Context: an optimization exercise on an open-source flow, tuned for small area, a short achievable clock period and few clock cycles. The choices shown serve that exercise and are no tape-out recipe. At most, simulation tests tie the RTL to the original design; equivalence was not proved. Only the layout flow was run in run 1; the RTL was not checked for function there. Power and IR drop assume default switching activity.

File: flow/design.v
`timescale 1ns/1ps
`default_nettype none
module xbar_aoi3 (
    input  logic [2:0] a,
    input  logic [2:0] b,
    output logic       y_n
);
    assign y_n = !((a[0] & b[0]) | (a[1] & b[1]) | (a[2] & b[2]));
endmodule
module xbar_aoi2 (
    input  logic [1:0] a,
    input  logic [1:0] b,
    output logic       y_n
);
    assign y_n = !((a[0] & b[0]) | (a[1] & b[1]));
endmodule
module xbar_bit (
    input  logic [7:0] en,
    input  logic [7:0] d,
    input  logic       hold,
    input  logic       q,
    output logic       nxt
);
    logic [2:0] t_n;
    xbar_aoi3 u_t0 (.a(en[2:0]), .b(d[2:0]), .y_n(t_n[0]));
    xbar_aoi3 u_t1 (.a(en[5:3]), .b(d[5:3]), .y_n(t_n[1]));
    xbar_aoi3 u_t2 (.a({hold, en[7:6]}), .b({q, d[7:6]}), .y_n(t_n[2]));
    assign nxt = !(&t_n);
endmodule
module xbar_hold_bit (
    input  logic load,
    input  logic d,
    input  logic hold,
    input  logic q,
    output logic nxt
);
    assign nxt = (load & d) | (hold & q);
endmodule
`default_nettype wire
`default_nettype none
module xbar_ready (
    input  logic out_valid,
    input  logic out_ready,
    output logic ready
);
    assign ready = !out_valid || out_ready;
endmodule
`default_nettype wire
`default_nettype none
module xbar_sel (
    input  logic       load,
    input  logic       mask,
    input  logic [1:0] addr,
    output logic [3:0] sel
);
    always_comb begin
        for (int j = 0; j < 4; j++) sel[j] = load && mask && (addr == 2'(j));
    end
endmodule
`default_nettype wire
`timescale 1ns/1ps
`default_nettype none
module reorder_crossbar (
    input  logic                                clk,
    input  logic                                arst_n,
    input  logic                                in_valid,
    input  logic [8*(16 + 2 + (2 * (16 + 4 + 2)))-1:0]       in_pe,
    input  logic [4*8-1:0]      in_data,
    output logic                                in_ready,
    output logic                                out_valid,
    output logic [((16 + 1 + 4 * 8) + 4 * ((2 * (16 + 4 + 2)) + 1))-1:0]                  out_beat,
    input  logic                                out_ready
);
    localparam int NPE    = 8;
    localparam int HIW    = 4;
    localparam int HIWL   = 2;
    localparam int AW     = 16;
    localparam int ROW_W  = (2 * (16 + 4 + 2));
    localparam int PE_W   = (16 + 2 + (2 * (16 + 4 + 2)));
    localparam int LANE_W = ((2 * (16 + 4 + 2)) + 1);
    localparam int DW     = HIW * 8;
    logic load;
    logic hold;
    xbar_ready u_load  (.out_valid(out_valid), .out_ready(out_ready), .ready(load));
    xbar_ready u_ready (.out_valid(out_valid), .out_ready(out_ready), .ready(in_ready));
    assign hold = !load;
    localparam int NCP = 2;
    logic [NPE-1:0] act;
    logic [HIW-1:0] sel [NCP][NPE];
    always_comb begin
        for (int i = 0; i < NPE; i++) begin
            act[i] = load && in_pe[i*PE_W + PE_W - 1];
        end
    end
    for (genvar c = 0; c < NCP; c++) begin : g_copy
        for (genvar i = 0; i < NPE; i++) begin : g_pe
            xbar_sel u_sel (
                .load(load), .mask(in_pe[i*PE_W + PE_W - 1]),
                .addr(in_pe[i*PE_W + ROW_W + 1 +: HIWL]), .sel(sel[c][i]));
        end
    end
    logic [AW-1:HIWL]     head_q, head_d;
    logic                 delim_q, delim_d;
    logic [DW-1:0]        data_q, data_d;
    logic [HIW-1:0]       rv_q, rv_d;
    logic [ROW_W-1:0]     row_q [HIW];
    logic [ROW_W-1:0]     row_d [HIW];
    logic [NPE-1:0]       lane_en  [NCP][HIW];
    logic [NPE-1:0]       row_bits [ROW_W];
    logic [NPE-1:0]       head_bits [AW];
    logic [NPE-1:0]       delim_bits;
    always_comb begin
        for (int i = 0; i < NPE; i++) begin
            for (int c = 0; c < NCP; c++)
                for (int j = 0; j < HIW; j++) lane_en[c][j][i] = sel[c][i][j];
            for (int b = 0; b < ROW_W; b++) row_bits[b][i] = in_pe[i*PE_W + b];
            for (int b = 0; b < AW; b++) head_bits[b][i] = in_pe[i*PE_W + ROW_W + 1 + b];
            delim_bits[i] = in_pe[i*PE_W + ROW_W];
        end
    end
    for (genvar b = HIWL; b < AW; b++) begin : g_head
        xbar_bit u_bit (
            .en(act), .d(head_bits[b]), .hold(hold), .q(head_q[b]), .nxt(head_d[b]));
    end
    xbar_bit u_delim (
        .en(act), .d(delim_bits), .hold(hold), .q(delim_q), .nxt(delim_d));
    for (genvar j = 0; j < HIW; j++) begin : g_lane
        assign rv_d[j] = (hold & rv_q[j]) | (|lane_en[0][j]);
        for (genvar b = 0; b < ROW_W; b++) begin : g_row
            xbar_bit u_bit (
                .en(lane_en[b*NCP/ROW_W][j]), .d(row_bits[b]), .hold(hold), .q(row_q[j][b]),
                .nxt(row_d[j][b]));
        end
    end
    for (genvar b = 0; b < DW; b++) begin : g_data
        xbar_hold_bit u_bit (
            .load(load), .d(in_data[b]), .hold(hold), .q(data_q[b]), .nxt(data_d[b]));
    end
    always_ff @(posedge clk or negedge arst_n) begin
        if (!arst_n) begin
            out_valid <= 1'b0;
        end else if (load) begin
            out_valid <= in_valid;
        end
    end
    always_ff @(posedge clk) begin
        head_q  <= head_d;
        delim_q <= delim_d;
        data_q  <= data_d;
        rv_q    <= rv_d;
        for (int j = 0; j < HIW; j++) row_q[j] <= row_d[j];
    end
    always_comb begin
        out_beat[((16 + 1 + 4 * 8) + 4 * ((2 * (16 + 4 + 2)) + 1))-1 -: AW-HIWL]   = head_q;
        out_beat[((16 + 1 + 4 * 8) + 4 * ((2 * (16 + 4 + 2)) + 1))-AW +: HIWL]       = '0;
        out_beat[DW + HIW*LANE_W]        = delim_q;
        out_beat[HIW*LANE_W +: DW]       = data_q;
        for (int j = 0; j < HIW; j++)
            out_beat[j*LANE_W +: LANE_W] = {rv_q[j], row_q[j]};
    end
endmodule
`default_nettype wire
File: flow/flow/run.sh
#!/bin/bash
# Standard layout (standard.sh, the standard flow's own ORFS flow) with these changes:
#  - the port buffers are plain buf_1 cells instead of the delay buffers
#    buffer_ports picks by default (every port still gets its buffer);
#  - after ORFS's pin placement, flow/place_pins.tcl lays the pins out in the
#    order of flow/pin_order.txt (made by gen/make_pin_order.py), which keeps
#    each bit slice's inputs and outputs together;
#  - clock tree synthesis without dummy balancing loads.
# make's full output goes to standard.log; ORFS keeps each step's log under orfs/logs.
export BUFFER_PORTS_ARGS="-buffer_cell sky130_fd_sc_hd__buf_1"
export POST_IO_PLACEMENT_TCL="$PWD/flow/place_pins.tcl"
export FLOW_PIN_ORDER="$PWD/flow/pin_order.txt"
export CTS_ARGS="-sink_clustering_enable -repair_clock_nets -dont_use_dummy_load"
bash standard.sh > standard.log 2>&1
File: flow/flow/pin_order.txt
in_pe[0]
in_pe[62]
in_pe[124]
in_pe[186]
out_beat[0]
out_beat[45]
out_beat[90]
out_beat[135]
in_pe[248]
in_pe[310]
in_pe[372]
in_pe[434]
in_pe[1]
in_pe[63]
in_pe[125]
in_pe[187]
out_beat[1]
out_beat[46]
out_beat[91]
out_beat[136]
in_pe[249]
in_pe[311]
in_pe[373]
in_pe[435]
in_pe[2]
in_pe[64]
in_pe[126]
in_pe[188]
out_beat[2]
out_beat[47]
out_beat[92]
out_beat[137]
in_pe[250]
in_pe[312]
in_pe[374]
in_pe[436]
in_pe[3]
in_pe[65]
in_pe[127]
in_pe[189]
out_beat[3]
out_beat[48]
out_beat[93]
out_beat[138]
in_pe[251]
in_pe[313]
in_pe[375]
in_pe[437]
in_pe[4]
in_pe[66]
in_pe[128]
in_pe[190]
out_beat[4]
out_beat[49]
out_beat[94]
out_beat[139]
in_pe[252]
in_pe[314]
in_pe[376]
in_pe[438]
in_pe[5]
in_pe[67]
in_pe[129]
in_pe[191]
out_beat[5]
out_beat[50]
out_beat[95]
out_beat[140]
in_pe[253]
in_pe[315]
in_pe[377]
in_pe[439]
in_pe[6]
in_pe[68]
in_pe[130]
in_pe[192]
out_beat[6]
out_beat[51]
out_beat[96]
out_beat[141]
in_pe[254]
in_pe[316]
in_pe[378]
in_pe[440]
in_pe[7]
in_pe[69]
in_pe[131]
in_pe[193]
out_beat[7]
out_beat[52]
out_beat[97]
out_beat[142]
in_pe[255]
in_pe[317]
in_pe[379]
in_pe[441]
in_pe[8]
in_pe[70]
in_pe[132]
in_pe[194]
out_beat[8]
out_beat[53]
out_beat[98]
out_beat[143]
in_pe[256]
in_pe[318]
in_pe[380]
in_pe[442]
in_pe[9]
in_pe[71]
in_pe[133]
in_pe[195]
out_beat[9]
out_beat[54]
out_beat[99]
out_beat[144]
in_pe[257]
in_pe[319]
in_pe[381]
in_pe[443]
in_pe[10]
in_pe[72]
in_pe[134]
in_pe[196]
out_beat[10]
out_beat[55]
out_beat[100]
out_beat[145]
in_pe[258]
in_pe[320]
in_pe[382]
in_pe[444]
in_pe[11]
in_pe[73]
in_pe[135]
in_pe[197]
out_beat[11]
out_beat[56]
out_beat[101]
out_beat[146]
in_pe[259]
in_pe[321]
in_pe[383]
in_pe[445]
in_pe[12]
in_pe[74]
in_pe[136]
in_pe[198]
out_beat[12]
out_beat[57]
out_beat[102]
out_beat[147]
in_pe[260]
in_pe[322]
in_pe[384]
in_pe[446]
in_pe[13]
in_pe[75]
in_pe[137]
in_pe[199]
out_beat[13]
out_beat[58]
out_beat[103]
out_beat[148]
in_pe[261]
in_pe[323]
in_pe[385]
in_pe[447]
in_pe[14]
in_pe[76]
in_pe[138]
in_pe[200]
out_beat[14]
out_beat[59]
out_beat[104]
out_beat[149]
in_pe[262]
in_pe[324]
in_pe[386]
in_pe[448]
in_pe[15]
in_pe[77]
in_pe[139]
in_pe[201]
out_beat[15]
out_beat[60]
out_beat[105]
out_beat[150]
in_pe[263]
in_pe[325]
in_pe[387]
in_pe[449]
in_pe[16]
in_pe[78]
in_pe[140]
in_pe[202]
out_beat[16]
out_beat[61]
out_beat[106]
out_beat[151]
in_pe[264]
in_pe[326]
in_pe[388]
in_pe[450]
in_pe[17]
in_pe[79]
in_pe[141]
in_pe[203]
out_beat[17]
out_beat[62]
out_beat[107]
out_beat[152]
in_pe[265]
in_pe[327]
in_pe[389]
in_pe[451]
in_pe[18]
in_pe[80]
in_pe[142]
in_pe[204]
out_beat[18]
out_beat[63]
out_beat[108]
out_beat[153]
in_pe[266]
in_pe[328]
in_pe[390]
in_pe[452]
in_pe[19]
in_pe[81]
in_pe[143]
in_pe[205]
out_beat[19]
out_beat[64]
out_beat[109]
out_beat[154]
in_pe[267]
in_pe[329]
in_pe[391]
in_pe[453]
in_pe[20]
in_pe[82]
in_pe[144]
in_pe[206]
out_beat[20]
out_beat[65]
out_beat[110]
out_beat[155]
in_pe[268]
in_pe[330]
in_pe[392]
in_pe[454]
in_pe[21]
in_pe[83]
in_pe[145]
in_pe[207]
out_beat[21]
out_beat[66]
out_beat[111]
out_beat[156]
in_pe[269]
in_pe[331]
in_pe[393]
in_pe[455]
in_pe[22]
in_pe[84]
in_pe[146]
in_pe[208]
out_beat[22]
out_beat[67]
out_beat[112]
out_beat[157]
in_pe[270]
in_pe[332]
in_pe[394]
in_pe[456]
in_pe[23]
in_pe[85]
in_pe[147]
in_pe[209]
out_beat[23]
out_beat[68]
out_beat[113]
out_beat[158]
in_pe[271]
in_pe[333]
in_pe[395]
in_pe[457]
in_pe[24]
in_pe[86]
in_pe[148]
in_pe[210]
out_beat[24]
out_beat[69]
out_beat[114]
out_beat[159]
in_pe[272]
in_pe[334]
in_pe[396]
in_pe[458]
in_pe[25]
in_pe[87]
in_pe[149]
in_pe[211]
out_beat[25]
out_beat[70]
out_beat[115]
out_beat[160]
in_pe[273]
in_pe[335]
in_pe[397]
in_pe[459]
in_pe[26]
in_pe[88]
in_pe[150]
in_pe[212]
out_beat[26]
out_beat[71]
out_beat[116]
out_beat[161]
in_pe[274]
in_pe[336]
in_pe[398]
in_pe[460]
in_pe[27]
in_pe[89]
in_pe[151]
in_pe[213]
out_beat[27]
out_beat[72]
out_beat[117]
out_beat[162]
in_pe[275]
in_pe[337]
in_pe[399]
in_pe[461]
in_pe[28]
in_pe[90]
in_pe[152]
in_pe[214]
out_beat[28]
out_beat[73]
out_beat[118]
out_beat[163]
in_pe[276]
in_pe[338]
in_pe[400]
in_pe[462]
in_pe[29]
in_pe[91]
in_pe[153]
in_pe[215]
out_beat[29]
out_beat[74]
out_beat[119]
out_beat[164]
in_pe[277]
in_pe[339]
in_pe[401]
in_pe[463]
in_pe[30]
in_pe[92]
in_pe[154]
in_pe[216]
out_beat[30]
out_beat[75]
out_beat[120]
out_beat[165]
in_pe[278]
in_pe[340]
in_pe[402]
in_pe[464]
in_pe[31]
in_pe[93]
in_pe[155]
in_pe[217]
out_beat[31]
out_beat[76]
out_beat[121]
out_beat[166]
in_pe[279]
in_pe[341]
in_pe[403]
in_pe[465]
in_pe[32]
in_pe[94]
in_pe[156]
in_pe[218]
out_beat[32]
out_beat[77]
out_beat[122]
out_beat[167]
in_pe[280]
in_pe[342]
in_pe[404]
in_pe[466]
in_pe[33]
in_pe[95]
in_pe[157]
in_pe[219]
out_beat[33]
out_beat[78]
out_beat[123]
out_beat[168]
in_pe[281]
in_pe[343]
in_pe[405]
in_pe[467]
in_pe[34]
in_pe[96]
in_pe[158]
in_pe[220]
out_beat[34]
out_beat[79]
out_beat[124]
out_beat[169]
in_pe[282]
in_pe[344]
in_pe[406]
in_pe[468]
in_pe[35]
in_pe[97]
in_pe[159]
in_pe[221]
out_beat[35]
out_beat[80]
out_beat[125]
out_beat[170]
in_pe[283]
in_pe[345]
in_pe[407]
in_pe[469]
in_pe[36]
in_pe[98]
in_pe[160]
in_pe[222]
out_beat[36]
out_beat[81]
out_beat[126]
out_beat[171]
in_pe[284]
in_pe[346]
in_pe[408]
in_pe[470]
in_pe[37]
in_pe[99]
in_pe[161]
in_pe[223]
out_beat[37]
out_beat[82]
out_beat[127]
out_beat[172]
in_pe[285]
in_pe[347]
in_pe[409]
in_pe[471]
in_pe[38]
in_pe[100]
in_pe[162]
in_pe[224]
out_beat[38]
out_beat[83]
out_beat[128]
out_beat[173]
in_pe[286]
in_pe[348]
in_pe[410]
in_pe[472]
in_pe[39]
in_pe[101]
in_pe[163]
in_pe[225]
out_beat[39]
out_beat[84]
out_beat[129]
out_beat[174]
in_pe[287]
in_pe[349]
in_pe[411]
in_pe[473]
in_pe[40]
in_pe[102]
in_pe[164]
in_pe[226]
out_beat[40]
out_beat[85]
out_beat[130]
out_beat[175]
in_pe[288]
in_pe[350]
in_pe[412]
in_pe[474]
in_pe[41]
in_pe[103]
in_pe[165]
in_pe[227]
out_beat[41]
out_beat[86]
out_beat[131]
out_beat[176]
in_pe[289]
in_pe[351]
in_pe[413]
in_pe[475]
in_pe[42]
in_pe[104]
in_pe[166]
in_pe[228]
out_beat[42]
out_beat[87]
out_beat[132]
out_beat[177]
in_pe[290]
in_pe[352]
in_pe[414]
in_pe[476]
in_pe[43]
in_pe[105]
in_pe[167]
in_pe[229]
out_beat[43]
out_beat[88]
out_beat[133]
out_beat[178]
in_pe[291]
in_pe[353]
in_pe[415]
in_pe[477]
in_pe[47]
in_pe[109]
in_pe[171]
in_pe[233]
out_beat[215]
in_pe[295]
in_pe[357]
in_pe[419]
in_pe[481]
in_pe[61]
in_pe[45]
in_pe[46]
in_pe[44]
in_pe[123]
in_pe[107]
in_pe[108]
in_pe[106]
in_pe[185]
in_pe[169]
in_pe[170]
in_pe[168]
in_pe[247]
in_pe[231]
in_pe[232]
in_pe[230]
in_pe[309]
in_pe[293]
in_pe[294]
in_pe[292]
in_pe[371]
in_pe[355]
in_pe[356]
in_pe[354]
in_pe[433]
in_pe[417]
in_pe[418]
in_pe[416]
in_pe[495]
in_pe[479]
in_pe[480]
in_pe[478]
in_valid
in_ready
out_ready
out_valid
clk
arst_n
out_beat[212]
out_beat[213]
out_beat[214]
out_beat[44]
out_beat[89]
out_beat[134]
out_beat[179]
in_pe[48]
in_pe[110]
in_pe[172]
in_pe[234]
out_beat[216]
in_pe[296]
in_pe[358]
in_pe[420]
in_pe[482]
in_pe[49]
in_pe[111]
in_pe[173]
in_pe[235]
out_beat[217]
in_pe[297]
in_pe[359]
in_pe[421]
in_pe[483]
in_pe[50]
in_pe[112]
in_pe[174]
in_pe[236]
out_beat[218]
in_pe[298]
in_pe[360]
in_pe[422]
in_pe[484]
in_pe[51]
in_pe[113]
in_pe[175]
in_pe[237]
out_beat[219]
in_pe[299]
in_pe[361]
in_pe[423]
in_pe[485]
in_pe[52]
in_pe[114]
in_pe[176]
in_pe[238]
out_beat[220]
in_pe[300]
in_pe[362]
in_pe[424]
in_pe[486]
in_pe[53]
in_pe[115]
in_pe[177]
in_pe[239]
out_beat[221]
in_pe[301]
in_pe[363]
in_pe[425]
in_pe[487]
in_pe[54]
in_pe[116]
in_pe[178]
in_pe[240]
out_beat[222]
in_pe[302]
in_pe[364]
in_pe[426]
in_pe[488]
in_pe[55]
in_pe[117]
in_pe[179]
in_pe[241]
out_beat[223]
in_pe[303]
in_pe[365]
in_pe[427]
in_pe[489]
in_pe[56]
in_pe[118]
in_pe[180]
in_pe[242]
out_beat[224]
in_pe[304]
in_pe[366]
in_pe[428]
in_pe[490]
in_pe[57]
in_pe[119]
in_pe[181]
in_pe[243]
out_beat[225]
in_pe[305]
in_pe[367]
in_pe[429]
in_pe[491]
in_pe[58]
in_pe[120]
in_pe[182]
in_pe[244]
out_beat[226]
in_pe[306]
in_pe[368]
in_pe[430]
in_pe[492]
in_pe[59]
in_pe[121]
in_pe[183]
in_pe[245]
out_beat[227]
in_pe[307]
in_pe[369]
in_pe[431]
in_pe[493]
in_pe[60]
in_pe[122]
in_pe[184]
in_pe[246]
out_beat[228]
in_pe[308]
in_pe[370]
in_pe[432]
in_pe[494]
in_data[0]
out_beat[180]
in_data[1]
out_beat[181]
in_data[2]
out_beat[182]
in_data[3]
out_beat[183]
in_data[4]
out_beat[184]
in_data[5]
out_beat[185]
in_data[6]
out_beat[186]
in_data[7]
out_beat[187]
in_data[8]
out_beat[188]
in_data[9]
out_beat[189]
in_data[10]
out_beat[190]
in_data[11]
out_beat[191]
in_data[12]
out_beat[192]
in_data[13]
out_beat[193]
in_data[14]
out_beat[194]
in_data[15]
out_beat[195]
in_data[16]
out_beat[196]
in_data[17]
out_beat[197]
in_data[18]
out_beat[198]
in_data[19]
out_beat[199]
in_data[20]
out_beat[200]
in_data[21]
out_beat[201]
in_data[22]
out_beat[202]
in_data[23]
out_beat[203]
in_data[24]
out_beat[204]
in_data[25]
out_beat[205]
in_data[26]
out_beat[206]
in_data[27]
out_beat[207]
in_data[28]
out_beat[208]
in_data[29]
out_beat[209]
in_data[30]
out_beat[210]
in_data[31]
out_beat[211]
File: flow/flow/place_pins.tcl
# Runs after ORFS's io placement (POST_IO_PLACEMENT_TCL): lays the pins out
# around the die in the order of flow/pin_order.txt, clockwise from the top
# left, spread evenly over the same slots place_pins uses (every second
# met2 track on the top and bottom edges, every second met3 track on the
# left and right), then saves the result in place of place_pins' own.
set block [ord::get_db_block]
set die [$block getDieArea]
set dbu [$block getDefUnits]
set W [expr {[$die xMax] / double($dbu)}]
set H [expr {[$die yMax] / double($dbu)}]
set avoid 10.0

set fh [open $::env(FLOW_PIN_ORDER) r]
set order {}
foreach line [split [read $fh] "\n"] {
  set line [string trim $line]
  if { $line ne "" } { lappend order $line }
}
close $fh

# slots: {layer x y} clockwise
set slots {}
# top edge, left to right (met2 tracks at 0.23 + 0.46 k)
for { set k 0 } { 1 } { incr k 2 } {
  set x [expr {0.23 + 0.46 * $k}]
  if { $x < $avoid } { continue }
  if { $x > $W - $avoid } { break }
  lappend slots [list met2 $x $H]
}
# right edge, top to bottom (met3 tracks at 0.34 + 0.68 k)
set ks {}
for { set k 0 } { 1 } { incr k 2 } {
  set y [expr {0.34 + 0.68 * $k}]
  if { $y > $H - $avoid } { break }
  if { $y >= $avoid } { lappend ks $y }
}
foreach y [lreverse $ks] { lappend slots [list met3 $W $y] }
# bottom edge, right to left
set xs {}
for { set k 0 } { 1 } { incr k 2 } {
  set x [expr {0.23 + 0.46 * $k}]
  if { $x > $W - $avoid } { break }
  if { $x >= $avoid } { lappend xs $x }
}
foreach x [lreverse $xs] { lappend slots [list met2 $x 0.0] }
# left edge, bottom to top
foreach y $ks { lappend slots [list met3 0.0 $y] }

set ns [llength $slots]
set np [llength $order]
puts "place_pins.tcl: $np pins over $ns slots"
if { $np > $ns } { error "not enough pin slots" }
set i 0
foreach name $order {
  set s [lindex $slots [expr {int($i * double($ns) / $np)}]]
  lassign $s layer x y
  if { $layer eq "met2" } {
    set size {0.14 0.485}
  } else {
    set size {0.8 0.3}
  }
  place_pin -pin_name $name -layer $layer -location [list $x $y] \
    -pin_size $size -force_to_die_boundary
  incr i
}
orfs_write_db $::env(RESULTS_DIR)/3_2_place_iop.odb
write_pin_placement $::env(RESULTS_DIR)/3_2_place_iop.tcl
File: flow/standard.sh
#!/bin/bash
# synth_recipe.tcl (not shown) runs the flow's synth.tcl, then flattens the netlist and writes it again
# the make line also repeats each setting of config.mk as NAME=value (left out here)
make -C /OpenROAD-flow-scripts/flow DESIGN_CONFIG=/design/flow/config.mk WORK_HOME=/design/flow/orfs CLKGATE_MAP_FILE= SYNTH_SCRIPT=/design/flow/synth_recipe.tcl "${@:-finish}"
File: flow/config.mk
export PLATFORM = sky130hd
export DESIGN_NAME = reorder_crossbar
export DESIGN_NICKNAME = reorder_crossbar
export VERILOG_FILES = /design/flow/design.v
export SDC_FILE = /design/flow/constraint.sdc
export NUM_CORES = 4
export LEC_CHECK = 0
export CAP_MARGIN = 20
export CELL_PAD_IN_SITES_DETAIL_PLACEMENT = 2
export CELL_PAD_IN_SITES_GLOBAL_PLACEMENT = 2
export CORE_AREA = 3 3 262 262
export DIE_AREA = 0 0 265 265
export PLACE_DENSITY = 0.45
export SETUP_SLACK_MARGIN = 2.0
export SLEW_MARGIN = 20
export SYNTH_HIERARCHICAL = 1
export TNS_END_PERCENT = 0
File: flow/constraint.sdc
create_clock -name core_clock -period 4.0 [get_ports {clk}]
set_input_delay 0.8000 -clock core_clock [delete_from_list [all_inputs] [get_ports {clk}]]
set_output_delay 0.8000 -clock core_clock [all_outputs]
set_load 0.01 [all_outputs]
==> impl_metrics.py, run 1 <==
metrics = {
    "outcome": {
        "status": "timing/DRC/antenna clean",
    },
    "global_route": {
        "gr-total-overflow": 0,
        "grt_pass1_vias": 20211,
        "grt_start_max_net_pins": 127,
        "grtUsageTotal": 0.328,
        "antenna_found_initial": 34,
        "grt_pass1_wl_um": 167000,
    },
    "placed_design": {
        "place_hpwl_um": 84500,
        "port_buffers": 760,
        "dp.cells": 2749,
        "routabilityCongestion": 0.880,
    },
    "timing": {
        "post-route-period-util": 0.528,
        "max_slew.worst_pin.slew_ns": 1.04,
        "period_minus_slack_ns": 2.11,
        "finalHoldViolCount": 0,
        "clock_skew_ns": 0.0442,
        "setup_tns_ns": 0,
        "setup_viol": 0,
        "slew_headroom": 0.308,
        "rsz0062_at_grt": "true",
        "timing.fmax_mhz": 473,
        "slew_viol_final": 0,
    },
    "routing": {
        "drtIter0Drc": 5228,
        "wl_per_cell_um": 47.7,
        "first_pass_iters": 14,
        "drcViolationCount": 0,
        "vias": 20938,
        "ant_nets": 0,
        "via_per_inst": 7.28,
        "wirelength_um": 137000,
    },
    "clock_network": {
        "htreeDepth": 2,
        "cts_max_path_buffers": 3,
        "root_buffer": "clkbuf_16",
        "clkTransAtPathRegs_ns": 0.05,
        "cts_buffers": 36,
        "cts_tree": "yes",
        "clkLatencyLatePin_ns": 0.56,
        "cts_sinks": 228,
    },
    "die": {
        "ios": 763,
        "initial_core_util": 0.189,
        "fp-row-count": 94,
        "die_y_um": 265,
        "core_sq_um": 66100,
        "die-area_sq_um": 70200,
        "die_w_um": 265,
    },
    "power_and_ir_drop": {
        "p_total_w": 0.00822,
        "power_frac_seq": 0.363,
        "swShare": 0.388,
        "internal_power_w": 0.00503,
        "pwr-share-comb": 0.300,
        "leakagePower_nw": 5.87,
        "power_frac_clock": 0.337,
        "p_sw_w": 0.00318,
        "power_density_nw_per_um2": 448,
        "ir_drop_uv": 212,
    },
    "setup_path": {
        "worst-path-buf-inv": 1,
        "r2r_cells": 5,
        "crit_path_end_kind": "flop",
        "cp-endpoint": "row_q[3][20]$_DFF_P_",
        "max_stage_delay_ns": 0.51,
        "path_depth": 5,
        "cpMaxStageDelayCell": "and4_2",
        "r2r_start": "out_valid$_DFFE_PN0P_",
        "arrival_ns": 2.53,
        "cp-start-kind": "flop",
        "path_cells": "buf_4, nand2b_4, and4_2, a222oi_1, nand3_1",
        "critPathKind": "reg2reg",
        "r2r_slack_ns": 1.89,
        "crit_fanout": 16,
        "cp_top_family": "simple AND/OR/NAND/NOR gates",
        "r2r_end": "row_q[3][20]$_DFF_P_",
        "critPathRequiredTime_ns": 4.41,
        "startpoint": "out_valid$_DFFE_PN0P_",
    },
    "finish": {
        "multi_input_area_sq_um": 8580,
        "nNetsFinal": 2517,
        "layout.cells.non_filler": 2877,
        "syn2layout_area_growth_pct": 47.1,
        "final-seq-area_sq_um": 4570,
        "fillers": 7641,
        "layout-drive-gt1-share": 0.101,
    },
    "synth": {
        "yosys_warnings": 18,
        "synth-xor-area-share": 0,
        "synth_compound_area_frac": 0.482,
        "synth.distinct_cells": 17,
        "seq_area_frac_synth": 0.366,
        "synth_top_family_by_area": "compound AO/OA/AOI/OAI gates",
        "synthesis.area_sq_um": 12500,
        "syn_inst": 1121,
        "synth-seq-cells": 228,
        "synth.mux.area_fraction": 0.000902,
        "synth_fa_ha_area_frac": 0,
        "synth.avg_cell_area_sq_um": 11.1,
        "synthSimpleGateAreaFrac": 0.148,
    },
    "job": {
        "maxCapViolCount": 0,
    },
    "worst_hold_path": {
        "min_path_type": "in2async",
    },
}
[synthesized netlist by cell type (all sizes together)]
| cell | instances | area [sq um] |
|---|---|---|
| nand2b | 6 | 37.5 |
| nor4 | 8 | 50.1 |
| inv | 1 | 3.75 |
| and4bb | 16 | 200 |
| dfxtp | 227 | 4540 |
| dfrtp | 1 | 25.0 |
| a222oi | 573 | 5740 |
| and2 | 8 | 58.8 |
| mux2 | 1 | 11.3 |
| a22o | 32 | 280 |
| nand3 | 195 | 976 |
| and4b | 32 | 360 |
| conb | 1 | 3.75 |
| buf | 4 | 33.8 |
| and4 | 16 | 160 |
[modules after synthesis, one instance, submodules excluded]
module            cells  area (sq um)  copies in the design  flops+latches
reorder_crossbar    259          4780                     1            228
xbar_sel              4          45.0                    16              0
xbar_aoi3             1          10.0                   573              0
xbar_hold_bit         1          8.76                    32              0
xbar_ready            1          6.26                     2              0
xbar_bit              1          5.00                   191              0
[cell type report]
type                       instances  share of cell area
inverter                           1            0.000409
tap                              864              0.0589
clock buffer                      36              0.0491
antenna                           30             0.00409
sequential                       228               0.249
multi-input combinational        932               0.467
timing repair buffer             786               0.171
[logic make-up (layout without fill, tap and decap cells)]
family,count (synthesis),in the layout
buffers and inverters,5,823
AOI/OAI and AO/OA,605,605
other,1,32
and+or+nand+nor,281,324
muxes,1,1
DFF,228,228
[how the worst min path moves through the flow]
stage,slack (ns),endpoint,startpoint,depth (start not counted)
finish,0.03,out_valid$_DFFE_PN0P_,arst_n,1
global placement,0.45,data_q[28]$_DFF_P_,data_q[28]$_DFF_P_,1
floorplan,0.47,delim_q$_DFF_P_,delim_q$_DFF_P_,2
CTS,0.005,out_valid$_DFFE_PN0P_,arst_n,1
detailed placement,0.45,data_q[11]$_DFF_P_,data_q[11]$_DFF_P_,1
global route,0.01,out_valid$_DFFE_PN0P_,arst_n,1
[through the flow]
| step | utilization | hold WS (ns) | setup WS [ns] | instance area (sq um) |
|---|---|---|---|---|
| after detailed placement | 0.249 | 0.453 | 1.05 | 16500 |
| after CTS | 0.266 | 0.00512 | 1.90 | 17600 |
| after floorplan | - | 0.469 | -0.287 | 12500 |
| after global routing | 0.277 | 0.0120 | 1.87 | 18300 |
| after global placement | 0.249 | 0.450 | 1.05 | 16500 |
| final | 0.278 | 0.0328 | 1.89 | 18400 |
[what timing repair did]
action | 4_1_cts | 5_1_grt
setup buffers | 1 | 17
gates cloned | 4 | 40
endpoints found under the setup margin | 222 | 225
gates resized for setup | 53 | 68
pin swaps | 3 | 27
endpoints found under the hold margin | 0 | 0
hold buffers | 0 | 0
[metal layers]
layer	track usage	part of all wire	vias up
li1	-	-	7976
met1	0.394	0.36	10728
met2	0.558	0.47	1871
met3	0.0789	0.12	347
met4	0.144	0.046	16
met5	0	0.00062	-
[power groups by stage]
| stage | clock, W | sequential [W] | combinational, W |
|---|---|---|---|
| after detailed placement | 0 | 0.00302 | 0.00221 |
| after global routing | 0.00290 | 0.00301 | 0.00256 |
| after floorplan | 0 | 0.00306 | 0.000787 |
| after global placement | 0 | 0.00301 | 0.00219 |
| after CTS | 0.00282 | 0.00298 | 0.00225 |
| final | 0.00277 | 0.00299 | 0.00246 |
[flip-flops by register name, summed over array words and instances, names as in the netlist]
| register | flops |
|---|---|
| delim_q | 1 |
| row_q | 176 |
| data_q | 32 |
| rv_q | 4 |
| head_q | 14 |
| out_valid | 1 |
[cells in the final DEF, fill, tap and decap left out, drive strengths merged]
master	n
a222oi	573
a22o	32
and2	8
and4	22
and4b	56
and4bb	22
buf	770
clkbuf	52
clkinvlp	1
conb	2
dfrtp	1
dfxtp	227
diode	30
mux2	1
nand2b	13
nand3	195
nor4	8
[worst reg2reg max path, cell delays in order, from the launching register on]
cell and delay [ns]:
dfrtp_2 0.50, buf_4 0.20, nand2b_4 0.19, and4_2 0.52, a222oi_1 0.48, nand3_1 0.12
==> run 2: changes to the inputs <==
--- a/flow/design.v
+++ b/flow/design.v
@@ -46,18 +46,6 @@
     assign ready = !out_valid || out_ready;
 endmodule
 `default_nettype wire
-`default_nettype none
-module xbar_sel (
-    input  logic       load,
-    input  logic       mask,
-    input  logic [1:0] addr,
-    output logic [3:0] sel
-);
-    always_comb begin
-        for (int j = 0; j < 4; j++) sel[j] = load && mask && (addr == 2'(j));
-    end
-endmodule
-`default_nettype wire
 `timescale 1ns/1ps
 `default_nettype none
 module reorder_crossbar (
@@ -84,19 +72,15 @@
     xbar_ready u_load  (.out_valid(out_valid), .out_ready(out_ready), .ready(load));
     xbar_ready u_ready (.out_valid(out_valid), .out_ready(out_ready), .ready(in_ready));
     assign hold = !load;
-    localparam int NCP = 2;
+    logic [HIW-1:0] sel [NPE];
     logic [NPE-1:0] act;
-    logic [HIW-1:0] sel [NCP][NPE];
     always_comb begin
         for (int i = 0; i < NPE; i++) begin
             act[i] = load && in_pe[i*PE_W + PE_W - 1];
-        end
-    end
-    for (genvar c = 0; c < NCP; c++) begin : g_copy
-        for (genvar i = 0; i < NPE; i++) begin : g_pe
-            xbar_sel u_sel (
-                .load(load), .mask(in_pe[i*PE_W + PE_W - 1]),
-                .addr(in_pe[i*PE_W + ROW_W + 1 +: HIWL]), .sel(sel[c][i]));
+            for (int j = 0; j < HIW; j++) begin
+                sel[i][j] = act[i] &&
+                    (in_pe[i*PE_W + ROW_W + 1 +: HIWL] == HIWL'(j));
+            end
         end
     end
     logic [AW-1:HIWL]     head_q, head_d;
@@ -105,14 +89,13 @@
     logic [HIW-1:0]       rv_q, rv_d;
     logic [ROW_W-1:0]     row_q [HIW];
     logic [ROW_W-1:0]     row_d [HIW];
-    logic [NPE-1:0]       lane_en  [NCP][HIW];
+    logic [NPE-1:0]       lane_en  [HIW];
     logic [NPE-1:0]       row_bits [ROW_W];
     logic [NPE-1:0]       head_bits [AW];
     logic [NPE-1:0]       delim_bits;
     always_comb begin
         for (int i = 0; i < NPE; i++) begin
-            for (int c = 0; c < NCP; c++)
-                for (int j = 0; j < HIW; j++) lane_en[c][j][i] = sel[c][i][j];
+            for (int j = 0; j < HIW; j++) lane_en[j][i] = sel[i][j];
             for (int b = 0; b < ROW_W; b++) row_bits[b][i] = in_pe[i*PE_W + b];
             for (int b = 0; b < AW; b++) head_bits[b][i] = in_pe[i*PE_W + ROW_W + 1 + b];
             delim_bits[i] = in_pe[i*PE_W + ROW_W];
@@ -125,10 +108,10 @@
     xbar_bit u_delim (
         .en(act), .d(delim_bits), .hold(hold), .q(delim_q), .nxt(delim_d));
     for (genvar j = 0; j < HIW; j++) begin : g_lane
-        assign rv_d[j] = (hold & rv_q[j]) | (|lane_en[0][j]);
+        assign rv_d[j] = (hold & rv_q[j]) | (|lane_en[j]);
         for (genvar b = 0; b < ROW_W; b++) begin : g_row
             xbar_bit u_bit (
-                .en(lane_en[b*NCP/ROW_W][j]), .d(row_bits[b]), .hold(hold), .q(row_q[j][b]),
+                .en(lane_en[j]), .d(row_bits[b]), .hold(hold), .q(row_q[j][b]),
                 .nxt(row_d[j][b]));
         end
     end
--- a/flow/config.mk
+++ b/flow/config.mk
@@ -11,7 +11,5 @@
 export CORE_AREA = 3 3 262 262
 export DIE_AREA = 0 0 265 265
 export PLACE_DENSITY = 0.45
-export SETUP_SLACK_MARGIN = 2.0
 export SLEW_MARGIN = 20
 export SYNTH_HIERARCHICAL = 1
-export TNS_END_PERCENT = 0
==> run 2 against run 1 <==
  * Final area down 4.5%
  * Synthesized area down 2.8%
  * Routed wire length down 12%
  * Clock power down 3%
  * Register-to-register slack worse by 0.71 ns
  * Cell count down 2.0%
  * Critical path type is now in2reg
  * Highest routed layer unchanged
==> impl_metrics.py, run 2 <==
metrics = {
    "power_and_ir_drop": {
        "leakagePower_nw": 5.57,
        "p_total_w": 0.00790,
        "ir_drop_uv": 224,
        "power_density_nw_per_um2": 450,
    },
    "clock_network": {
        "cts_sinks": 228,
        "cts_buffers": 35,
        "clkLatencyLatePin_ns": 0.56,
        "cts_max_path_buffers": 3,
        "cts_tree": "yes",
        "cts_resized": 0,
        "root_buffer": "clkbuf_16",
        "clkTransAtPathRegs_ns": 0.05,
        "htreeDepth": 2,
    },
    "synth": {
        "yosys.area.top_type_share": 0.473,
        "ys.flop_type": "dfxtp_1",
        "synth.avg_cell_area_sq_um": 11.0,
        "synth_edf_count": 0,
        "synth_common_cells": "573 x a222oi_1, 227 x dfxtp_1, 193 x nand3_1, 32 x a22o_1",
        "yosysTopAreaCell": "a222oi_1",
        "postSynth.asyncResetShare": 0.00439,
        "synthesis.area_sq_um": 12100,
        "synth.distinct_cells": 31,
        "syn_inst": 1105,
        "synth-seq-cells": 228,
        "synth_most_common_cell": "a222oi_1",
        "ys_top_cells_by_area": "a222oi_1 47%, dfxtp_1 37%, nand3_1 8.0%, a22o_1 2.3%, nand4b_1 0.87%",
        "seq_area_frac_synth": 0.377,
        "yosys_warnings": 18,
    },
    "finish": {
        "largest_registers": "row_q (176), data_q (32), head_q (14)",
        "top_register": "row_q",
        "largest_register_ffs": 176,
        "fillers": 7716,
        "final_cell_mix": "760 x buf_1, 573 x a222oi_1, 227 x dfxtp_1",
        "final_common_cell": "buf_1",
        "layout-drive-gt1-share": 0.0533,
        "nNetsFinal": 2465,
        "final_util": 0.265,
        "syn2layout_area_growth_pct": 44.6,
    },
    "timing": {
        "period_minus_slack_ns": 2.83,
        "slew_viol_final": 0,
        "clock_skew_ns": 0.0496,
        "timing.fmax_mhz": 353,
        "rsz0062_at_grt": "false",
        "setup_viol": 0,
        "post-route-period-util": 0.709,
        "slew_headroom": 0.230,
        "max_slew.worst_pin.slew_ns": 1.16,
        "setup_ws_ns": 1.17,
        "finalHoldViolCount": 0,
    },
    "setup_path": {
        "critPathRequiredTime_ns": 4.41,
        "path_depth": 8,
        "crit_path_end_kind": "flop",
        "cpMaxStageDelayCell": "buf_4",
        "startpoint": "out_ready",
        "arrival_ns": 3.24,
        "crit_fanout": 79,
        "cp-start-kind": "input port",
        "cp-endpoint": "row_q[1][1]$_DFF_P_",
        "path_cells": "buf_1, nand2b_4, buf_4, buf_4, clkinvlp_4, buf_4, a222oi_1, nand3_1",
        "r2r_cells": 7,
        "worst-path-buf-inv": 5,
        "cp_top_family": "buffers and inverters",
        "max_stage_delay_ns": 0.46,
        "r2r_slack_ns": 1.18,
        "cpMostUsedCell": "buf_4",
        "r2r_start": "out_valid$_DFFE_PN0P_",
        "critPathKind": "in2reg",
        "r2r_end": "row_q[1][1]$_DFF_P_",
    },
    "placed_design": {
        "routabilityCongestion": 0.827,
        "dp_slack_ns": 0.645,
        "place_hpwl_um": 79400,
        "port_buffers": 760,
    },
    "die": {
        "initial_core_util": 0.183,
        "die_y_um": 265,
        "fp-row-count": 94,
        "die_w_um": 265,
        "ios": 763,
        "core_sq_um": 66100,
        "die-area_sq_um": 70200,
    },
    "global_route": {
        "grtUsageMet3": 0.0592,
        "grt_pass1_wl_um": 164000,
        "grt_pass1_vias": 20043,
        "grtUsageMet1": 0.385,
        "antenna_found_initial": 35,
        "gr-total-overflow": 0,
        "grtUsageTotal": 0.323,
        "gr-usage-met2": 0.561,
        "grt_start_max_net_pins": 145,
        "top_usage_layer": "met2",
    },
    "routing": {
        "ant_nets": 0,
        "drtIter0Drc": 4691,
        "via_per_inst": 6.85,
        "vias": 19327,
        "drcViolationCount": 0,
        "first_pass_iters": 11,
        "wirelength_um": 121000,
        "wl_per_cell_um": 43.0,
    },
    "job": {
        "maxCapViolCount": 0,
    },
    "outcome": {
        "status": "timing/DRC/antenna clean",
    },
    "worst_hold_path": {
        "holdPathStages": 2,
        "min_path_type": "in2reg",
    },
}
## run 2: cell type report
| cell class | instances | area [sq um] | area share |
|---|---|---|---|
| multi-input cells | 859 | 7560 | 0.431 |
| flip-flops and latches | 228 | 4570 | 0.261 |
| inverters | 12 | 52.6 | 0.00300 |
| repair buffers | 797 | 3330 | 0.190 |
| clock buffers | 35 | 876 | 0.0500 |
| well taps | 864 | 1080 | 0.0617 |
| diodes | 25 | 62.6 | 0.00357 |
## run 2: cell families after synthesis
group	synth area share
and+or+nand+nor	0.117
DFF	0.377
muxes	0.000929
other	0.000309
AOI/OAI and AO/OA	0.498
buffers and inverters	0.00774
## run 2: power breakdown
| group | internal, W | switching, W | total (W) |
|---|---|---|---|
| clock | 0.00153 | 0.00117 | 0.00270 |
| combinational | 0.000743 | 0.00149 | 0.00223 |
| sequential | 0.00266 | 0.000309 | 0.00296 |
## run 2: per-layer routing
metal | routed length (um) | vias to the layer above | share of wire
met5 | 70 | - | 0.00058
met4 | 5330 | 12 | 0.044
met2 | 59600 | 1477 | 0.49
met3 | 11300 | 279 | 0.093
li1 | - | 7642 | -
met1 | 45000 | 9917 | 0.37
## run 2: Yosys stat by module, one instance, submodules excluded
| module | area [sq um] | flip-flops and latches | cells | times used |
|---|---|---|---|---|
| xbar_bit | 5.00 | 0 | 1 | 191 |
| reorder_crossbar | 5140 | 228 | 307 | 1 |
| xbar_aoi3 | 10.0 | 0 | 1 | 573 |
| xbar_ready | 6.26 | 0 | 1 | 2 |
| xbar_hold_bit | 8.76 | 0 | 1 | 32 |
## run 2: how the worst min path moves through the flow
stage	startpoint	end	slack (ns)
after global routing	in_data[20]	data_q[20]$_DFF_P_	0.46
after CTS	in_data[28]	data_q[28]$_DFF_P_	0.44
final	in_data[8]	data_q[8]$_DFF_P_	0.47
after floorplan	delim_q$_DFF_P_	delim_q$_DFF_P_	0.47
after detailed placement	data_q[21]$_DFF_P_	data_q[21]$_DFF_P_	0.45
after global placement	data_q[6]$_DFF_P_	data_q[6]$_DFF_P_	0.45
## run 2: worst register-to-register path, stage by stage (launching register included)
cell and delay [ns]:
dfrtp_1 0.45, nand2b_4 0.21, buf_4 0.21, buf_4 0.42
clkinvlp_4 0.33, buf_4 0.46, a222oi_1 0.52, nand3_1 0.13
## run 2: timing repair
action,CTS,global route
hold buffers,1,0
hold endpoints to repair,1,0
setup buffers,0,0
## run 2: stage by stage
step,hold WS [ns],instance area [sq um],TNS (ns),std cells
floorplan,0.469,12200,-107.86,1106
global placement,0.451,16600,0,2759
detailed placement,0.453,16600,0,2759
CTS,0.439,17500,0,2795
global route,0.458,17500,0,2815
finish,0.466,17500,0,2820
Testbench counts of run 2, summed over its fixed seeds: cycles 9,200.
==> run 3: changes to the inputs <==
--- a/flow/config.mk
+++ b/flow/config.mk
@@ -11,5 +11,7 @@
 export CORE_AREA = 3 3 262 262
 export DIE_AREA = 0 0 265 265
 export PLACE_DENSITY = 0.45
+export SETUP_SLACK_MARGIN = 2.4
 export SLEW_MARGIN = 20
 export SYNTH_HIERARCHICAL = 1
+export TNS_END_PERCENT = 0
==> run 3 against run 2 <==
  * Routed wire length increased by 6.8%
  * Power increased by 2.5%
  * Worst hold slack got worse by 0.015 ns
  * First-iteration DRC count decreased by 4.6%
==> impl_metrics.py, run 3 <==
metrics = {
    "routing": {
        "via_per_inst": 6.96,
        "vias": 19845,
        "ant_nets": 0,
        "drtIter0Drc": 4474,
        "wl_per_cell_um": 45.5,
        "first_pass_iters": 10,
        "wirelength_um": 130000,
        "drcViolationCount": 0,
    },
    "synth": {
        "synth.avg_cell_area_sq_um": 11.0,
        "postSynth.asyncResetShare": 0.00439,
        "yosys_warnings": 18,
        "yosys.area.top_type_share": 0.473,
        "yosysTopAreaCell": "a222oi_1",
        "synth_edf_count": 0,
        "synthesis.area_sq_um": 12100,
        "ys.flop_type": "dfxtp_1",
        "ys_top_cells_by_area": "a222oi_1 47%, dfxtp_1 37%, nand3_1 8.0%, a22o_1 2.3%, nand4b_1 0.87%",
        "synth.distinct_cells": 31,
        "synth_common_cells": "573 x a222oi_1, 227 x dfxtp_1, 193 x nand3_1, 32 x a22o_1",
        "syn_inst": 1105,
        "synth-seq-cells": 228,
        "seq_area_frac_synth": 0.377,
        "synth_most_common_cell": "a222oi_1",
    },
    "finish": {
        "nNetsFinal": 2495,
        "fin_area_sq_um": 18000,
        "largest_register_ffs": 176,
        "largest_registers": "row_q (176), data_q (32), head_q (14)",
        "syn2layout_area_growth_pct": 48.6,
        "top_register": "row_q",
        "layout-drive-gt1-share": 0.0709,
        "final_cell_mix": "757 x buf_1, 573 x a222oi_1, 227 x dfxtp_1",
        "final_common_cell": "buf_1",
    },
    "timing": {
        "period_minus_slack_ns": 2.16,
        "timing.fmax_mhz": 464,
        "slew_headroom": 0.292,
        "setup_viol": 0,
        "fin_hold_ws_ns": 0.451,
        "rsz0062_at_grt": "true",
        "finalHoldViolCount": 0,
        "clock_skew_ns": 0.0334,
        "post-route-period-util": 0.539,
        "slew_viol_final": 0,
        "max_slew.worst_pin.slew_ns": 1.06,
    },
    "setup_path": {
        "max_stage_delay_ns": 0.48,
        "arrival_ns": 2.54,
        "critPathKind": "in2reg",
        "path_cells": "buf_2, nand2b_2, and4bb_4, buf_12, a222oi_1, nand3_1",
        "cpMaxStageDelayCell": "a222oi_1",
        "crit_fanout": 35,
        "cp-start-kind": "input port",
        "critPathRequiredTime_ns": 4.38,
        "crit_path_end_kind": "flop",
    },
    "global_route": {
        "gr-total-overflow": 0,
        "grt_pass1_vias": 20287,
        "antenna_found_initial": 34,
        "grt_pass1_wl_um": 173000,
        "grt_start_max_net_pins": 71,
        "grtUsageTotal": 0.345,
    },
    "clock_network": {
        "cts_tree": "yes",
        "htreeDepth": 2,
        "clkTransAtPathRegs_ns": 0.05,
        "clkLatencyLatePin_ns": 0.56,
        "cts_max_path_buffers": 3,
        "root_buffer": "clkbuf_16",
        "cts_buffers": 36,
        "cts_sinks": 228,
    },
    "placed_design": {
        "routabilityCongestion": 0.830,
        "place_hpwl_um": 79200,
        "dpl-instance-area_sq_um": 16600,
        "port_buffers": 760,
    },
    "worst_hold_path": {
        "min_path_type": "in2reg",
    },
    "power_and_ir_drop": {
        "p_total_w": 0.00810,
        "power_density_nw_per_um2": 449,
        "ir_drop_uv": 247,
        "leakagePower_nw": 5.78,
    },
    "die": {
        "initial_core_util": 0.183,
        "fp-row-count": 94,
        "ios": 763,
        "die-area_sq_um": 70200,
        "die_w_um": 265,
        "die_y_um": 265,
        "core_sq_um": 66100,
    },
    "outcome": {
        "status": "timing/DRC/antenna clean",
    },
    "job": {
        "maxCapViolCount": 0,
    },
}
run 3: cell counts after synthesis:
Identical to the previous run, type by type.
run 3: metal layers:
layer / GRT usage / vias to the layer above / share of wire
li1: - / 7741 / -
met1: 0.405 / 10255 / 0.37
met2: 0.596 / 1522 / 0.49
met3: 0.0744 / 315 / 0.094
met4: 0.174 / 12 / 0.050
met5: 0 / - / 0.00051
run 3: cell families (layout without fill, tap and decap cells):
| group | count (synthesis) | after routing | share of synthesized area |
|---|---|---|---|
| compound gates | 607 | 607 | 0.498 |
| buf+inv | 19 | 861 | 0.00774 |
| flops | 228 | 228 | 0.377 |
| mux | 1 | 1 | 0.000929 |
| other cells | 1 | 27 | 0.000309 |
| simple gates | 249 | 262 | 0.117 |
run 3: area by class of cell:
cell class              count  area [sq um]
diodes                     25          62.6
multi-input cells         872          7710
clock buffers              36           901
flip-flops and latches    228          4570
well taps                 864          1080
fillers                  7635         48100
repair buffers            813          3620
inverters                  12          75.1
run 3: report_power, final:
group | internal [W] | switching (W) | total (W)
Combinational | 0.000786 | 0.00157 | 0.00236
Clock | 0.00157 | 0.00121 | 0.00278
Sequential | 0.00266 | 0.000299 | 0.00296
run 3: modules after synthesis, one instance, submodules excluded:
module / times used / cells
reorder_crossbar: 1 / 307
xbar_aoi3: 573 / 1
xbar_hold_bit: 32 / 1
xbar_ready: 2 / 1
xbar_bit: 191 / 1
run 3: path summary, 6_finish.rpt:
check / startpoint / to / slack [ns] / cells past startpoint
setup / recovery: out_ready / row_q[0][10]$_DFF_P_ / 1.84 / 6
hold / removal: in_data[21] / data_q[21]$_DFF_P_ / 0.45 / 2
setup reg to reg: out_valid$_DFFE_PN0P_ / row_q[3][6]$_DFF_P_ / 1.85 / 4
hold reg to reg: data_q[8]$_DFF_P_ / data_q[8]$_DFF_P_ / 0.47 / 1
max in group asynchronous: arst_n / out_valid$_DFFE_PN0P_ / 3.31 / 2
min in group asynchronous: arst_n / out_valid$_DFFE_PN0P_ / 0.58 / 2
run 3: critical path, delay by kind of cell:
family | cells | cell delay, ns
AO/OA/AOI/OAI | 1 | 0.48
buffers and inverters | 2 | 0.40
AND/OR/NAND/NOR | 3 | 0.83
run 3: what timing repair did:
item,in CTS,in global routing
gates resized for setup,41,2
endpoints found under the setup margin,456,456
gates cloned,15,1
setup buffers,13,0
hold buffers,1,0
pin swaps,16,7
hold endpoints to repair,1,0
run 3: per-stage QoR:
stage / worst slack, ns / setup TNS [ns] / std cells / util
finish: 1.84 / 0 / 2850 / 0.273
global route: 1.81 / 0 / 2844 / 0.272
CTS: 1.93 / 0 / 2824 / 0.271
detailed placement: 0.693 / 0 / 2759 / 0.251
global placement: 0.837 / 0 / 2759 / 0.251
floorplan: -1.68 / -155.81 / 1106 / -
==> run 4: changes to the inputs <==
--- a/flow/config.mk
+++ b/flow/config.mk
@@ -11,7 +11,7 @@
 export CORE_AREA = 3 3 262 262
 export DIE_AREA = 0 0 265 265
 export PLACE_DENSITY = 0.45
-export SETUP_SLACK_MARGIN = 2.4
+export SETUP_SLACK_MARGIN = 2.0
 export SLEW_MARGIN = 20
 export SYNTH_HIERARCHICAL = 1
 export TNS_END_PERCENT = 0
==> run 4 against run 3 <==
  * Still clean on timing, DRC and antenna
  * Sequential cell count unchanged
  * Critical path type unchanged
  * Via count rose by 0.69%
  * Critical endpoint is now row_q[1][19]$_DFF_P_
  * Combinational power increased by 2%
  * Final area grew 1.1%
==> impl_metrics.py, run 4 <==
metrics = {
    "routing": {
        "drcViolationCount": 0,
        "drtIter0Drc": 4831,
        "first_pass_iters": 10,
        "wirelength_um": 131000,
        "vias": 19982,
        "ant_nets": 0,
        "via_per_inst": 6.98,
        "wl_per_cell_um": 45.7,
    },
    "synth": {
        "yosys.area.top_type_share": 0.473,
        "ys_top_cells_by_area": "a222oi_1 47%, dfxtp_1 37%, nand3_1 8.0%, a22o_1 2.3%, nand4b_1 0.87%",
        "synth-seq-cells": 228,
        "synth_common_cells": "573 x a222oi_1, 227 x dfxtp_1, 193 x nand3_1, 32 x a22o_1",
        "yosysTopAreaCell": "a222oi_1",
        "syn_inst": 1105,
        "synthesis.area_sq_um": 12100,
        "postSynth.asyncResetShare": 0.00439,
        "synth_edf_count": 0,
        "yosys_warnings": 18,
        "synth.distinct_cells": 31,
        "synth_most_common_cell": "a222oi_1",
        "seq_area_frac_synth": 0.377,
        "ys.flop_type": "dfxtp_1",
        "synth.avg_cell_area_sq_um": 11.0,
    },
    "setup_path": {
        "r2r_start": "out_valid$_DFFE_PN0P_",
        "r2r_end": "row_q[3][10]$_DFF_P_",
        "cp-endpoint": "row_q[1][19]$_DFF_P_",
        "crit_fanout": 31,
        "startpoint": "in_pe[170]",
        "arrival_ns": 2.51,
        "critPathRequiredTime_ns": 4.40,
        "critPathKind": "in2reg",
        "r2r_slack_ns": 1.89,
        "crit_path_end_kind": "flop",
        "r2r_cells": 4,
        "cp-start-kind": "input port",
    },
    "clock_network": {
        "root_buffer": "clkbuf_16",
        "clkLatencyLatePin_ns": 0.56,
        "cts_buffers": 36,
        "htreeDepth": 2,
        "cts_sinks": 228,
        "clkTransAtPathRegs_ns": 0.05,
        "cts_tree": "yes",
        "cts_max_path_buffers": 3,
    },
    "finish": {
        "largest_register_ffs": 176,
        "multi_input_area_sq_um": 7710,
        "largest_registers": "row_q (176), data_q (32), head_q (14)",
        "final_cell_mix": "756 x buf_1, 573 x a222oi_1, 227 x dfxtp_1",
        "top_register": "row_q",
        "nNetsFinal": 2507,
        "final-seq-area_sq_um": 4570,
        "fillers": 7620,
        "layout-drive-gt1-share": 0.0770,
        "final_common_cell": "buf_1",
        "syn2layout_area_growth_pct": 50.3,
    },
    "timing": {
        "finalHoldViolCount": 0,
        "fin_hold_ws_ns": 0.454,
        "max_slew.worst_pin.slew_ns": 1.01,
        "rsz0062_at_grt": "true",
        "setup_ws_ns": 1.89,
        "post-route-period-util": 0.527,
        "slew_headroom": 0.327,
        "slew_viol_final": 0,
        "timing.fmax_mhz": 474,
        "period_minus_slack_ns": 2.11,
        "clock_skew_ns": 0.0299,
        "setup_viol": 0,
    },
    "placed_design": {
        "dp_slack_ns": 0.693,
        "port_buffers": 760,
        "routabilityCongestion": 0.830,
        "place_hpwl_um": 79200,
    },
    "global_route": {
        "antenna_found_initial": 31,
        "grt_start_max_net_pins": 71,
        "gr-total-overflow": 0,
        "grt_pass1_vias": 20152,
        "grt_pass1_wl_um": 170000,
        "grtUsageTotal": 0.339,
    },
    "outcome": {
        "status": "timing/DRC/antenna clean",
    },
    "die": {
        "ios": 763,
        "die_y_um": 265,
        "initial_core_util": 0.183,
        "core_sq_um": 66100,
        "fp-row-count": 94,
        "die-area_sq_um": 70200,
        "die_w_um": 265,
    },
    "power_and_ir_drop": {
        "internal_power_w": 0.00504,
        "swShare": 0.380,
        "power_frac_seq": 0.364,
        "power_frac_clock": 0.342,
        "p_sw_w": 0.00309,
        "power_density_nw_per_um2": 446,
        "ir_drop_uv": 246,
        "leakagePower_nw": 5.90,
        "pwr-share-comb": 0.295,
    },
    "job": {
        "maxCapViolCount": 0,
    },
    "worst_hold_path": {
        "min_path_type": "in2reg",
    },
}
## run 4: cell counts after synthesis
No cell type changed its count.
## run 4: critical path, stage by stage
cell,delay [ns]
buf_1,0.32
nand4b_1,0.17
buf_4,0.16
clkinv_4,0.17
buf_6,0.29
a222oi_1,0.43
nand3_1,0.12
## run 4: logic make-up (layout without fill, tap and decap cells)
group,Yosys count,in the layout,share of synthesized area
AO/OA/AOI/OAI,607,607,0.498
AND/OR/NAND/NOR,249,262,0.117
flip-flops,228,228,0.377
buffers and inverters,19,873,0.00774
other,1,26,0.000309
multiplexers,1,1,0.000929
## run 4: layout make-up
cell class / instances / area share
multi-input combinational: 872 / 0.423
sequential: 228 / 0.251
timing repair buffer: 825 / 0.209
tap: 864 / 0.0593
clock buffer: 36 / 0.0494
inverter: 12 / 0.00508
antenna: 24 / 0.00330
## run 4: per-layer routing
metal | up-vias | global-route usage | part of all wire
met3 | 312 | 0.0711 | 0.10
met1 | 10290 | 0.399 | 0.36
met2 | 1599 | 0.586 | 0.49
li1 | 7773 | - | -
met5 | - | 0 | 0.00035
met4 | 8 | 0.164 | 0.048
## run 4: power by group through the flow
stage | registers [W] | clock network, W | logic, W
6_report | 0.00296 | 0.00278 | 0.00240
5_1_grt | 0.00298 | 0.00292 | 0.00251
4_1_cts | 0.00295 | 0.00285 | 0.00230
3_5_place_dp | 0.00299 | 0 | 0.00222
3_3_place_gp | 0.00298 | 0 | 0.00220
2_1_floorplan | 0.00305 | 0 | 0.000778
## run 4: what timing repair did
item                                    CTS  global route
hold buffers                              1             0
hold endpoints to repair                  1             0
pin swaps                                 8            27
gates resized for setup                  30            27
endpoints found under the setup margin  258           218
buffers inserted                          9            13
cloned                                   11             8
## run 4: worst min-delay path by stage
stage / end / slack (ns) / startpoint / depth (start not counted)
floorplan: delim_q$_DFF_P_ / 0.48 / delim_q$_DFF_P_ / 2
global placement: data_q[19]$_DFF_P_ / 0.45 / data_q[19]$_DFF_P_ / 1
finish: data_q[21]$_DFF_P_ / 0.45 / in_data[21] / 2
global route: data_q[18]$_DFF_P_ / 0.44 / in_data[18] / 2
detailed placement: data_q[0]$_DFF_P_ / 0.45 / data_q[0]$_DFF_P_ / 1
CTS: data_q[18]$_DFF_P_ / 0.42 / in_data[18] / 2
## run 4: through the flow
stage / instances / power, W / setup TNS, ns / area [sq um] / utilization
2_1_floorplan: 1106 / 0.00383 / -155.81 / 12200 / -
3_3_place_gp: 2759 / 0.00518 / 0 / 16600 / 0.251
3_5_place_dp: 2759 / 0.00521 / 0 / 16600 / 0.251
4_1_cts: 2816 / 0.00810 / 0 / 17800 / 0.270
5_1_grt: 2855 / 0.00841 / 0 / 18200 / 0.275
6_report: 2861 / 0.00813 / 0 / 18200 / 0.276
## run 4: modules after synthesis (local to each module, per instance)
module,times used,cells,area (sq um)
xbar_ready,2,1,6.26
xbar_bit,191,1,5.00
xbar_hold_bit,32,1,8.76
xbar_aoi3,573,1,10.0
reorder_crossbar,1,307,5140
==> run 5: changes to the inputs <==
--- a/flow/flow/run.sh
+++ b/flow/flow/run.sh
@@ -5,10 +5,10 @@
 #  - after ORFS's pin placement, flow/place_pins.tcl lays the pins out in the
 #    order of flow/pin_order.txt (made by gen/make_pin_order.py), which keeps
 #    each bit slice's inputs and outputs together;
-#  - clock tree synthesis without dummy balancing loads.
+#  - clock tree synthesis from clkbuf_8 cells, without dummy balancing loads.
 # make's full output goes to standard.log; ORFS keeps each step's log under orfs/logs.
 export BUFFER_PORTS_ARGS="-buffer_cell sky130_fd_sc_hd__buf_1"
 export POST_IO_PLACEMENT_TCL="$PWD/flow/place_pins.tcl"
 export FLOW_PIN_ORDER="$PWD/flow/pin_order.txt"
-export CTS_ARGS="-sink_clustering_enable -repair_clock_nets -dont_use_dummy_load"
+export CTS_ARGS="-sink_clustering_enable -repair_clock_nets -dont_use_dummy_load -buf_list sky130_fd_sc_hd__clkbuf_8"
 bash standard.sh > standard.log 2>&1
==> run 5 against run 4 <==
  * First-iteration DRC count down 2.5%
  * Largest power group unchanged
  * Worst hold slack got worse by 0.11 ns
  * Sequential cell count stayed put
  * Core utilization fell by 0.51 points
  * Via count shrank 1.1%
  * Highest routed layer unchanged
==> impl_metrics.py, run 5 <==
metrics = {
    "synth": {
        "yosys.area.top_type_share": 0.473,
        "synth.distinct_cells": 31,
        "synthesis.area_sq_um": 12100,
        "yosys_warnings": 18,
        "ys.flop_type": "dfxtp_1",
        "ys_top_cells_by_area": "a222oi_1 47%, dfxtp_1 37%, nand3_1 8.0%, a22o_1 2.3%, nand4b_1 0.87%",
        "postSynth.asyncResetShare": 0.00439,
        "synth_most_common_cell": "a222oi_1",
        "synth_common_cells": "573 x a222oi_1, 227 x dfxtp_1, 193 x nand3_1, 32 x a22o_1",
        "synth-seq-cells": 228,
        "yosysTopAreaCell": "a222oi_1",
        "seq_area_frac_synth": 0.377,
        "syn_inst": 1105,
        "synth.avg_cell_area_sq_um": 11.0,
        "synth_edf_count": 0,
    },
    "routing": {
        "ant_nets": 0,
        "vias": 19765,
        "first_pass_iters": 11,
        "via_per_inst": 6.89,
        "wl_per_cell_um": 45.1,
        "drcViolationCount": 0,
        "drtIter0Drc": 4711,
        "wirelength_um": 129000,
    },
    "finish": {
        "top_register": "row_q",
        "largest_registers": "row_q (176), data_q (32), head_q (14)",
        "fillers": 7672,
        "final_util": 0.271,
        "layout-drive-gt1-share": 0.0844,
        "multi_input_area_sq_um": 7700,
        "syn2layout_area_growth_pct": 47.5,
        "nNetsFinal": 2513,
        "largest_register_ffs": 176,
        "final_cell_mix": "751 x buf_1, 573 x a222oi_1, 223 x dfxtp_1",
        "final_common_cell": "buf_1",
        "final-seq-area_sq_um": 4580,
        "fin_area_sq_um": 17900,
    },
    "power_and_ir_drop": {
        "leakagePower_nw": 5.76,
        "ir_drop_uv": 174,
        "power_density_nw_per_um2": 426,
    },
    "timing": {
        "max_slew.worst_pin.slew_ns": 1.03,
        "slew_viol_final": 0,
        "setup_viol": 0,
        "setup_tns_ns": 0,
        "post-route-period-util": 0.544,
        "setup_ws_ns": 1.82,
        "rsz0062_at_grt": "true",
        "period_minus_slack_ns": 2.18,
        "finalHoldViolCount": 0,
        "clock_skew_ns": 0.0712,
        "fin_hold_ws_ns": 0.345,
        "timing.fmax_mhz": 459,
        "slew_headroom": 0.315,
    },
    "setup_path": {
        "critPathRequiredTime_ns": 4.48,
        "crit_path_end_kind": "flop",
        "critPathKind": "reg2reg",
        "max_stage_delay_ns": 0.58,
        "arrival_ns": 2.66,
        "cp-start-kind": "flop",
        "path_cells": "nand2b_2, and4b_2, a311o_1, or4_1",
        "crit_fanout": 18,
        "cp_top_family": "simple AND/OR/NAND/NOR gates",
        "cpMaxStageDelayCell": "and4b_2",
        "worst-path-buf-inv": 0,
    },
    "global_route": {
        "gr-total-overflow": 0,
        "grt_pass1_vias": 20286,
        "grtUsageTotal": 0.338,
        "grtUsageMet3": 0.0783,
        "gr-usage-met2": 0.586,
        "top_usage_layer": "met2",
        "grt_start_max_net_pins": 71,
        "grt_pass1_wl_um": 170000,
        "antenna_found_initial": 34,
        "grtUsageMet1": 0.397,
    },
    "worst_hold_path": {
        "min_path_type": "in2reg",
    },
    "clock_network": {
        "cts_buffers": 52,
        "htreeDepth": 2,
        "cts_max_path_buffers": 3,
        "cts_sinks": 228,
        "clkLatencyLatePin_ns": 0.68,
        "clkTransAtPathRegs_ns": 0.06,
        "cts_tree": "yes",
        "root_buffer": "clkbuf_8",
    },
    "die": {
        "core_sq_um": 66100,
        "fp-row-count": 94,
        "die_y_um": 265,
        "die-area_sq_um": 70200,
        "die_w_um": 265,
        "ios": 763,
        "initial_core_util": 0.183,
    },
    "placed_design": {
        "place_hpwl_um": 79200,
        "routabilityCongestion": 0.830,
        "dp_slack_ns": 0.693,
        "dpl-instance-area_sq_um": 16600,
        "port_buffers": 760,
    },
    "job": {
        "maxCapViolCount": 0,
    },
    "outcome": {
        "status": "timing/DRC/antenna clean",
    },
}
[run 5: final cells by class]
cell class / instances / area share
Multi-Input combinational cell: 871 / 0.430
Sequential cell: 228 / 0.256
Timing Repair Buffer: 816 / 0.204
Tap cell: 864 / 0.0605
Clock buffer: 52 / 0.0400
Inverter: 12 / 0.00518
Antenna cell: 26 / 0.00364
[run 5: per-stage QoR]
stage	power, W	std cells
after floorplan	0.00383	1106
after global placement	0.00518	2759
after detailed placement	0.00521	2759
after CTS	0.00761	2830
after global routing	0.00792	2863
final	0.00762	2869
[run 5: logic make-up after synthesis]
logic type	count (synthesis)	share of synthesized area
buffers and inverters	19	0.00774
AOI/OAI and AO/OA	607	0.498
DFF	228	0.377
and+or+nand+nor	249	0.117
other	1	0.000309
muxes	1	0.000929
[run 5: path summary, 6_finish.rpt]
path	from	endpoint	slack [ns]	cells after the start
max	out_valid$_DFFE_PN0P_	rv_q[1]$_DFF_P_	1.82	4
min	in_data[21]	data_q[21]$_DFF_P_	0.34	2
max reg2reg	out_valid$_DFFE_PN0P_	rv_q[1]$_DFF_P_	1.82	4
min reg2reg	data_q[27]$_DFF_P_	data_q[27]$_DFF_P_	0.47	1
max in group asynchronous	arst_n	out_valid$_DFFE_PN0P_	3.38	2
min in group asynchronous	arst_n	out_valid$_DFFE_PN0P_	0.50	2
[run 5: report_power, final]
part           switching, W  internal, W  leakage (nW)
Sequential         0.000297      0.00266          1.92
Clock               0.00116      0.00113         0.374
Combinational       0.00157     0.000797          3.47
Total               0.00303      0.00459          5.76
[run 5: modules after synthesis (local to each module, per instance)]
module            cells inside  flops+latches  cell area, sq um  copies in the design
xbar_ready                   1              0              6.26                     2
xbar_hold_bit                1              0              8.76                    32
reorder_crossbar           307            228              5140                     1
xbar_aoi3                    1              0              10.0                   573
xbar_bit                     1              0              5.00                   191
[run 5: worst register-to-register path, cell delays in order (launching register included)]
cell and delay (ns):
dfrtp_2 0.49, nand2b_2 0.19, and4b_2 0.58, a311o_1 0.40
or4_1 0.39
[run 5: layer usage]
layer | share of wire | routed length, um | up-vias
met5 | 0.00064 | 83 | -
met4 | 0.046 | 5950 | 14
met3 | 0.10 | 13200 | 299
met2 | 0.49 | 62900 | 1540
met1 | 0.37 | 47400 | 10139
li1 | - | - | 7773
[run 5: what timing repair did]
action / CTS / global route
cloned: 9 / 6
hold buffers: 1 / 0
hold endpoints to repair: 1 / 0
buffers inserted: 9 / 7
setup endpoints to repair: 416 / 397
gates resized for setup: 39 / 16
pin swaps: 8 / 19

## separate check: timing with driven ports
No port has a modelled driver above. Below, the same layouts with a new extraction and two added sets of constraints. Step 1, drivers: a clkbuf_16 drives clk and a buf_2 each remaining input, both assumed. Step 2, shift: input delay + t, output delay - t, t = (earliest + latest rising clock arrival at the registers) / 2. This alone moves slack from input paths to output paths. Three values: ideal, step 1, step 2; two values: the first two.
run	t, ns	slack for setup (ns)	latest minus earliest clock arrival (ns)	worst data-port slew with drivers (ns)	cell pins on the clock port's net
run 1	0.601	1.888 / 1.871 / 1.371	0.049 / 0.049	0.17	1
run 2	0.593	1.166 / 1.175 / 0.602	0.051 / 0.051	0.13	1
run 3	0.602	1.843 / 1.850 / 1.278	0.041 / 0.042	0.15	1
run 4	0.599	1.892 / 1.882 / 1.305	0.038 / 0.038	0.15	1
run 5	0.694	1.823 / 1.777 / 1.161	0.074 / 0.074	0.15	1
After both steps setup and hold are still met in every run listed. For run 5, which loses most, drivers alone change the setup slack by -0.046 ns; drivers and shift together by -0.662 ns.
